This is an optimization exercise on Yosys and OpenROAD, whose aim is small area, a short achievable clock period and few clock cycles per item, not a production implementation. Only simulation tests tie the RTL to the original design; equivalence was not proved. Power is estimated from default activity; no workload was simulated.

==> flow/design.v (excerpt) <==
module glyph_grid_extent_finder (
  input  wire logic                        clk,
  input  wire logic                        rst_n,
  input  wire logic                        cfg_we,
  input  wire logic                        cfg_index,
  input  wire logic [6:0]                  cfg_data,
  input  wire logic                        in_valid,
  output      logic                        in_stall,
  input  wire logic                        in_op,
  input  wire logic                        in_frame_start,
  input  wire logic [31:0]                 in_pixel_value,
  input  wire logic [7:0]                  in_glyph_index,
  output      logic                        out_valid,
  input  wire logic                        out_stall,
  output      logic [9:0]                  out_glyph_x,
  output      logic [10:0]                 out_glyph_y,
  output      logic [6:0]                  out_glyph_w,
  output      logic [6:0]                  out_glyph_h,
  output      logic [5:0]                  out_space_width,
  output      logic [6:0]                  out_line_height
);
Settings: LEC_CHECK=0, CAP_MARGIN=20, CORE_MARGIN=2, CORE_UTILIZATION=62, CTS_BUF_LIST=sky130_fd_sc_hd__clkbuf_16, CTS_CLUSTER_DIAMETER=60, CTS_CLUSTER_SIZE=24, PLACE_DENSITY=0.72, SETUP_SLACK_MARGIN=5, SLEW_MARGIN=20, TNS_END_PERCENT=100; clock period 8.0 ns.
standard.sh (not shown) runs the stock make flow with config.mk's settings and CLKGATE_MAP_FILE= SYNTH_SCRIPT=/design/flow/synth_recipe.tcl, a recipe that flattens the netlist after the stock synthesis.
==> flow/flow/run.sh <==
#!/bin/bash
# The standard layout, with two changes: the port buffers are buf_4 cells (instead of the
# resizer's default pick, a delay buffer), and timing repair may resize a cell into any cell of
# the same function (not only one of the same footprint).
set -euo pipefail
export BUFFER_PORTS_ARGS="-buffer_cell sky130_fd_sc_hd__buf_4"
bash standard.sh MATCH_CELL_FOOTPRINT=0 finish > flow_standard.log 2>&1
Testbench counts at the start, summed over its fixed seeds: cycles 44,030, items 41,958.
Edit:
==> flow/run.sh (new file) <==
#!/bin/bash
# synth_recipe.tcl (not shown) runs the flow's synth.tcl, then flattens the netlist and writes it again
# the make line also repeats each setting of config.mk as NAME=value (left out here)
make -C /OpenROAD-flow-scripts/flow DESIGN_CONFIG=/design/flow/config.mk WORK_HOME=/design/flow/orfs CLKGATE_MAP_FILE= SYNTH_SCRIPT=/design/flow/synth_recipe.tcl finish
Settings changed: SETUP_SLACK_MARGIN 5 to 4.8.
removed: flow/flow/run.sh
removed: flow/standard.sh
=>
- total power hardly moves
- wire length shrinks slightly
- global-route usage shrinks by 0.45 points
- synthesized cell count does not change
- sequential power hardly moves
- synthesized area does not change
- setup slack got worse by 0.17 ns
- first-iteration DRC count is about the same
- sequential share of layout area grows by 0.30 points
- cell area shrinks slightly
- count of clock-buffer cells in the layout shrinks by 2
Edit:
==> flow/flow/run.sh (new file) <==
#!/bin/bash
# The standard layout, with two changes: the port buffers are buf_4 cells (instead of the
# resizer's default pick, a delay buffer), and timing repair may resize a cell into any cell of
# the same function (not only one of the same footprint).
set -euo pipefail
export BUFFER_PORTS_ARGS="-buffer_cell sky130_fd_sc_hd__buf_4"
bash standard.sh MATCH_CELL_FOOTPRINT=0 finish > flow_standard.log 2>&1
==> flow/standard.sh (new file) <==
#!/bin/bash
# synth_recipe.tcl (not shown) runs the flow's synth.tcl, then flattens the netlist and writes it again
# the make line also repeats each setting of config.mk as NAME=value (left out here)
make -C /OpenROAD-flow-scripts/flow DESIGN_CONFIG=/design/flow/config.mk WORK_HOME=/design/flow/orfs CLKGATE_MAP_FILE= SYNTH_SCRIPT=/design/flow/synth_recipe.tcl "${@:-finish}"
Settings changed: CTS_CLUSTER_DIAMETER 60 to 50, CTS_CLUSTER_SIZE 24 to 20, SETUP_SLACK_MARGIN 4.8 to 5.
removed: flow/run.sh
- The new run finished with timing, DRC and antenna clean
- first-iteration DRC count rose by about 0.7%
- routed wire length rose by about 2.3%
- global-route usage rose by 0.58 points
- cell area rose by 1.4%
- die area is unchanged
- power rose by about 2.8%
- core utilization rose by 0.94 points
- final cell count rose by about 0.9%
Edit:
Settings changed: CTS_CLUSTER_DIAMETER 50 to 60, CTS_CLUSTER_SIZE 20 to 24, SETUP_SLACK_MARGIN 5 to 4.8.
Result:
- The new run produced a clean layout
- final area came out lower by 1.9%
- hold slack stays flat
- clock power fell by about 7%
- core utilization drops by 1.3 points
- power drops by 2.8%
- final cell count went down by 1.1%
- die area does not change
- wire length fell by 2.5%
- maximum frequency is lower by 0.60%

## separate check: timing with driven ports
Ports are ideal in the flow. The routed layouts listed here were re-timed in OpenROAD. Step 1, drivers: a clkbuf_16 drives clk and a buf_2 each remaining input, both assumed. Step 2, shift: input delay + t, output delay - t, t = (earliest + latest rising clock arrival at the registers) / 2. This alone moves slack from input paths to output paths. Three values: ideal, step 1, step 2; two values: the first two.
| run | shift t [ns] | setup slack, ns | hold slack, ns | slew at the worst register clock pin (ns) |
|---|---|---|---|---|
| the first run | 0.924 | 4.909 / 4.909 / 4.214 | 0.307 / 0.307 / 0.307 | 0.10 / 0.10 |
| the second run | 0.923 | 4.743 / 4.743 / 3.904 | 0.301 / 0.301 / 0.301 | 0.10 / 0.10 |
| the third run | 0.911 | 4.862 / 4.862 / 4.169 | 0.303 / 0.303 / 0.303 | 0.08 / 0.08 |
| the fourth run | 0.921 | 4.843 / 4.843 / 4.067 | 0.305 / 0.305 / 0.305 | 0.10 / 0.10 |
After both steps every run listed still meets setup and hold. The setup slack of the second run, which loses most, moves by 0.000 ns with the drivers and by -0.839 ns with both steps.
